Context: an optimization exercise on an open-source flow, tuned for small area and a short achievable clock period. The choices shown serve that exercise and are no tape-out recipe.
Only simulation tests tie the RTL to the original design; equivalence was not proved.

main:
==> flow/design.v <==
module mem_ack_responder (
    input  logic        CLK,
    input  logic        RESET,
    input  logic        MR,
    input  logic        MW,
    input  logic [5:0]  ADDR,
    input  logic [31:0] DIN,
    input  logic [3:0]  BE,
    output logic [31:0] DOUT,
    output logic        ACK_N,
    output logic [1:0]  STATE
);
    logic [1:0]  st_q;      
    logic        lat2_q;    
    logic        busy_q;    
    logic        ack_q;     
    logic [31:0] dout_q;
    logic [63:0] sel_n_q;   
    logic [31:0] din_q;
    logic [3:0]  be_q;
    logic        wr_q;
    logic [3:0]  bwe_n_q;   
    logic [31:0] mem_q [64];
    logic req, idle, fire;
    assign req  = MR | MW;
    assign idle = !busy_q;
    assign fire = lat2_q & req;
    always_ff @(posedge CLK or posedge RESET) begin
        if (RESET) begin
            st_q    <= 2'd0;
            lat2_q  <= 1'b0;
            busy_q  <= 1'b0;
            ack_q   <= 1'b0;
        end else begin
            lat2_q  <= 1'b0;
            busy_q  <= req || (st_q == 2'd2);
            ack_q   <= 1'b0;
            case (st_q)
                2'd0: if (req) st_q <= 2'd1;
                2'd1: begin
                    if (!req) st_q <= 2'd0;
                    else if (lat2_q) begin
                        st_q    <= 2'd2;
                        ack_q   <= 1'b1;
                    end else lat2_q <= 1'b1;
                end
                2'd2: st_q <= 2'd3;
                default: if (!req) st_q <= 2'd0;
            endcase
        end
    end
    always_ff @(posedge CLK) begin
        if (idle) begin
            for (int w = 0; w < 64; w++) sel_n_q[w] <= (ADDR != 6'(w));
            din_q <= DIN;
            be_q  <= BE;
            wr_q  <= MW;
        end
    end
    always_ff @(posedge CLK) begin
        bwe_n_q <= (fire && wr_q) ? ~be_q : 4'hF;
    end
    always_ff @(posedge CLK) begin
        for (int w = 0; w < 64; w++) begin
            for (int b = 0; b < 4; b++) begin
                if (!(sel_n_q[w] || bwe_n_q[b])) mem_q[w][b*8 +: 8] <= din_q[b*8 +: 8];
            end
        end
    end
    logic [31:0] rdata;
    always_comb begin
        rdata = '1;
        for (int w = 0; w < 64; w++) rdata = rdata & (mem_q[w] | {32{sel_n_q[w]}});
    end
    logic [31:0] rdata_q;
    always_ff @(posedge CLK) rdata_q <= rdata;
    always_ff @(posedge CLK or posedge RESET) begin
        if (RESET) dout_q <= '0;
        else if (fire && !wr_q) dout_q <= rdata_q;
    end
    assign DOUT  = dout_q;
    assign ACK_N = !ack_q;
    assign STATE = st_q;
endmodule
clock: 5.0 ns
lec_check: 0
cap_margin: 20
core_margin: 2
core_utilization: 65
cts_cluster_diameter: 80
cts_cluster_size: 30
place_density: 0.8
setup_slack_margin: 2.7
slew_margin: 20
run.sh (not shown) runs the stock make flow with config.mk's settings and CLKGATE_MAP_FILE= SYNTH_SCRIPT=/design/flow/synth_recipe.tcl, a recipe that flattens the netlist after the stock synthesis.
Looking at the reports, main completed the entire flow and the layout it produced met the timing, DRC and antenna checks.
The inputs of the feature branch differ from those of main as listed below.
--- a/flow/design.v
+++ b/flow/design.v
@@ -10,13 +10,13 @@
     output logic        ACK_N,
     output logic [1:0]  STATE
 );
     logic [1:0]  st_q;      
     logic        lat2_q;    
     logic        busy_q;    
-    logic        ack_q;     
+    logic        ack_n_q;
     logic [31:0] dout_q;
     logic [63:0] sel_n_q;   
     logic [31:0] din_q;
     logic [3:0]  be_q;
     logic        wr_q;
     logic [3:0]  bwe_n_q;   
@@ -27,24 +27,24 @@
     assign fire = lat2_q & req;
     always_ff @(posedge CLK or posedge RESET) begin
         if (RESET) begin
             st_q    <= 2'd0;
             lat2_q  <= 1'b0;
             busy_q  <= 1'b0;
-            ack_q   <= 1'b0;
+            ack_n_q <= 1'b1;
         end else begin
             lat2_q  <= 1'b0;
             busy_q  <= req || (st_q == 2'd2);
-            ack_q   <= 1'b0;
+            ack_n_q <= 1'b1;
             case (st_q)
                 2'd0: if (req) st_q <= 2'd1;
                 2'd1: begin
                     if (!req) st_q <= 2'd0;
                     else if (lat2_q) begin
                         st_q    <= 2'd2;
-                        ack_q   <= 1'b1;
+                        ack_n_q <= 1'b0;
                     end else lat2_q <= 1'b1;
                 end
                 2'd2: st_q <= 2'd3;
                 default: if (!req) st_q <= 2'd0;
             endcase
         end
@@ -69,16 +69,14 @@
     end
     logic [31:0] rdata;
     always_comb begin
         rdata = '1;
         for (int w = 0; w < 64; w++) rdata = rdata & (mem_q[w] | {32{sel_n_q[w]}});
     end
-    logic [31:0] rdata_q;
-    always_ff @(posedge CLK) rdata_q <= rdata;
     always_ff @(posedge CLK or posedge RESET) begin
         if (RESET) dout_q <= '0;
-        else if (fire && !wr_q) dout_q <= rdata_q;
+        else if (fire && !wr_q) dout_q <= rdata;
     end
     assign DOUT  = dout_q;
-    assign ACK_N = !ack_q;
+    assign ACK_N = ack_n_q;
     assign STATE = st_q;
 endmodule
## What came out
- The feature branch: full flow OK, the timing, DRC and antenna checks passed
- Relative to main, the routing usage on met2 of the feature branch is higher by 17 points.
- The feature branch vs. main: synthesized instance count shows a reduction of 288; wire length reported by the detailed router shows an increase of 93000 um; complex-gate fraction of the synthesized area shows an increase of 1.0 points.
- Summary — count of instances resized after the clock tree is built, the feature branch relative to main: higher, by about 50%.

[static timing again, ports no longer ideal]
Ports are ideal in the flow. The routed layouts listed here were re-timed in OpenROAD.
Step 1 sets driving cells, clkbuf_16 on the clock port and buf_2 on the other inputs (assumed; they add their load-dependent delay and slew).
Step 2, shift: input delay + t, output delay - t, t = (earliest + latest rising clock arrival at the registers) / 2. This alone moves slack from input paths to output paths.
Slacks: ideal / step 1 / step 2; pairs: ideal / step 1.
run	t, ns	slack for setup (ns)	latest minus earliest clock arrival (ns)	worst slew at a driven data input, ns
main	0.776	2.627 / 2.548 / 1.995	0.043 / 0.042	0.05
the feature branch	0.818	2.568 / 2.541 / 2.000	0.029 / 0.029	0.04
After both steps setup and hold are still met in every run listed. The setup slack of main, which loses most, moves by -0.079 ns with the drivers and by -0.632 ns with both steps.
